From an optimization exercise on the open Yosys and OpenROAD flow, aimed at small area, a short achievable clock period and few clock cycles per item; shortcuts taken in it are not production practice.

==> run E: inputs <==
## quad_disc_root
module quad_disc_root #(
   parameter int W_IN   = quad_pkg::W_IN_DEF,
   parameter int W_DISC = 2*W_IN + 2,
   parameter int W_ROOT = W_IN + 1
) (
   input  logic                     CLK,
   input  logic                     RST,
   input  logic                     START,
   input  logic signed [W_IN-1:0]   A,
   input  logic signed [W_IN-1:0]   B,
   input  logic signed [W_IN-1:0]   C,
   output logic                     BUSY,
   output logic                     DONE,
   output logic signed [W_DISC-1:0] DISC,
   output logic        [W_ROOT-1:0] SQRT,
   output logic                     EXACT,
   output logic        [1:0]        ST
);
   logic        v0;
   logic [15:0] a0, b0, c0;
   always_ff @(posedge CLK) begin
      v0 <= START & ~RST;
      a0 <= A;
      b0 <= B;
      c0 <= C;
   end
   wire css0, csc0;
   assign css0 = ~(a0[0] & c0[12]) ^ ~(a0[1] & c0[11]) ^ ~(a0[2] & c0[10]);
   assign csc0 = (~(a0[0] & c0[12]) & ~(a0[1] & c0[11])) | (~(a0[0] & c0[12]) & ~(a0[2] & c0[10])) | (~(a0[1] & c0[11]) & ~(a0[2] & c0[10]));
   wire cshs0, cshc0;
   assign cshs0 = ~(a0[3] & c0[9]) ^ ~(a0[4] & c0[8]);
   assign cshc0 = ~(a0[3] & c0[9]) & ~(a0[4] & c0[8]);
   wire css1, csc1;
   assign css1 = ~(a0[0] & c0[13]) ^ ~(a0[1] & c0[12]) ^ ~(a0[2] & c0[11]);
   assign csc1 = (~(a0[0] & c0[13]) & ~(a0[1] & c0[12])) | (~(a0[0] & c0[13]) & ~(a0[2] & c0[11])) | (~(a0[1] & c0[12]) & ~(a0[2] & c0[11]));
   wire css2, csc2;
   assign css2 = ~(a0[3] & c0[10]) ^ ~(a0[4] & c0[9]) ^ ~(a0[5] & c0[8]);
   assign csc2 = (~(a0[3] & c0[10]) & ~(a0[4] & c0[9])) | (~(a0[3] & c0[10]) & ~(a0[5] & c0[8])) | (~(a0[4] & c0[9]) & ~(a0[5] & c0[8]));
   wire cshs1, cshc1;
   assign cshs1 = ~(a0[6] & c0[7]) ^ ~(a0[7] & c0[6]);
   assign cshc1 = ~(a0[6] & c0[7]) & ~(a0[7] & c0[6]);
   wire css3, csc3;
   assign css3 = ~(a0[0] & c0[14]) ^ ~(a0[1] & c0[13]) ^ ~(a0[2] & c0[12]);
   assign csc3 = (~(a0[0] & c0[14]) & ~(a0[1] & c0[13])) | (~(a0[0] & c0[14]) & ~(a0[2] & c0[12])) | (~(a0[1] & c0[13]) & ~(a0[2] & c0[12]));
   wire css4, csc4;
   assign css4 = ~(a0[3] & c0[11]) ^ ~(a0[4] & c0[10]) ^ ~(a0[5] & c0[9]);
   assign csc4 = (~(a0[3] & c0[11]) & ~(a0[4] & c0[10])) | (~(a0[3] & c0[11]) & ~(a0[5] & c0[9])) | (~(a0[4] & c0[10]) & ~(a0[5] & c0[9]));
   wire css5, csc5;
   assign css5 = ~(a0[6] & c0[8]) ^ ~(a0[7] & c0[7]) ^ ~(a0[8] & c0[6]);
  ...
Settings: LEC_CHECK=0, CAP_MARGIN=20, CORE_MARGIN=2, CORE_UTILIZATION=30, SLEW_MARGIN=20; clock period 13.5 ns.
standard.sh (not shown) runs the stock make flow with config.mk's settings and CLKGATE_MAP_FILE= SYNTH_SCRIPT=/design/flow/synth_recipe.tcl, a recipe that flattens the netlist after the stock synthesis.
==> flow/flow/run.sh <==
#!/bin/bash
# Layout: the standard flow (standard.sh: ORFS synthesis through finish)
# with one change: the buffers that ORFS puts on every input and output port
# are sky130_fd_sc_hd__buf_2 instead of the delay cell buffer_ports picks by
# default, so the ports' own buffers do not slow the input and output paths.
set -o pipefail
export BUFFER_PORTS_ARGS="-buffer_cell sky130_fd_sc_hd__buf_2"
bash standard.sh > standard.log 2>&1
==> inputs of run C, as changes to run E <==
--- a/flow/config.mk
+++ b/flow/config.mk
@@ -8,4 +8,6 @@
 export CAP_MARGIN = 20
 export CORE_MARGIN = 2
 export CORE_UTILIZATION = 30
+export CTS_BUF_LIST = sky130_fd_sc_hd__clkbuf_8
+export CTS_CLUSTER_SIZE = 30
 export SLEW_MARGIN = 20
==> flow_metrics.env <==
export IMPL_run_status="complete, no violations"
export IMPL_fin_cells=6174
export IMPL_multi_input_area_share_pct=39.3
export IMPL_final_min_clock_period_ns=4.12
export IMPL_drtPass1Iterations=7
export IMPL_cp_data_arrival_time_ns=1.42
the above is filed under run C

==> flow_metrics.env <==
export IMPL_final_min_clock_period_ns=4.00
export IMPL_multi_input_area_share_pct=39.2
export IMPL_run_status="complete, no violations"
export IMPL_fin_cells=6072
export IMPL_cp_data_arrival_time_ns=1.30
the above is filed under run E

No functional check of the RTL was part of any run of this note.

-- what the ideal ports hide --
Ports are ideal in the flow. The routed layouts listed here were re-timed in OpenROAD. Step 1 assumes that a clkbuf_16 drives the clock port and a buf_2 every other input. Step 2 moves the port delays by t, midway between the first and last clock arrival at a register: inputs arrive t later, outputs are due t later. That takes back most of the time a late clock gives input paths. Three values: ideal, step 1, step 2; two values: the first two.
run | shift t [ns] | setup slack, ns | hold WS [ns]
run E | 0.742 | 9.504 / 9.439 / 9.491 | 0.303 / 0.303 / 0.303
run C | 0.883 | 9.377 / 9.313 / 9.502 | 0.306 / 0.306 / 0.306
After both steps every run listed still meets setup and hold. The setup slack of run E, which loses most, moves by -0.065 ns with the drivers and by -0.013 ns with both steps.
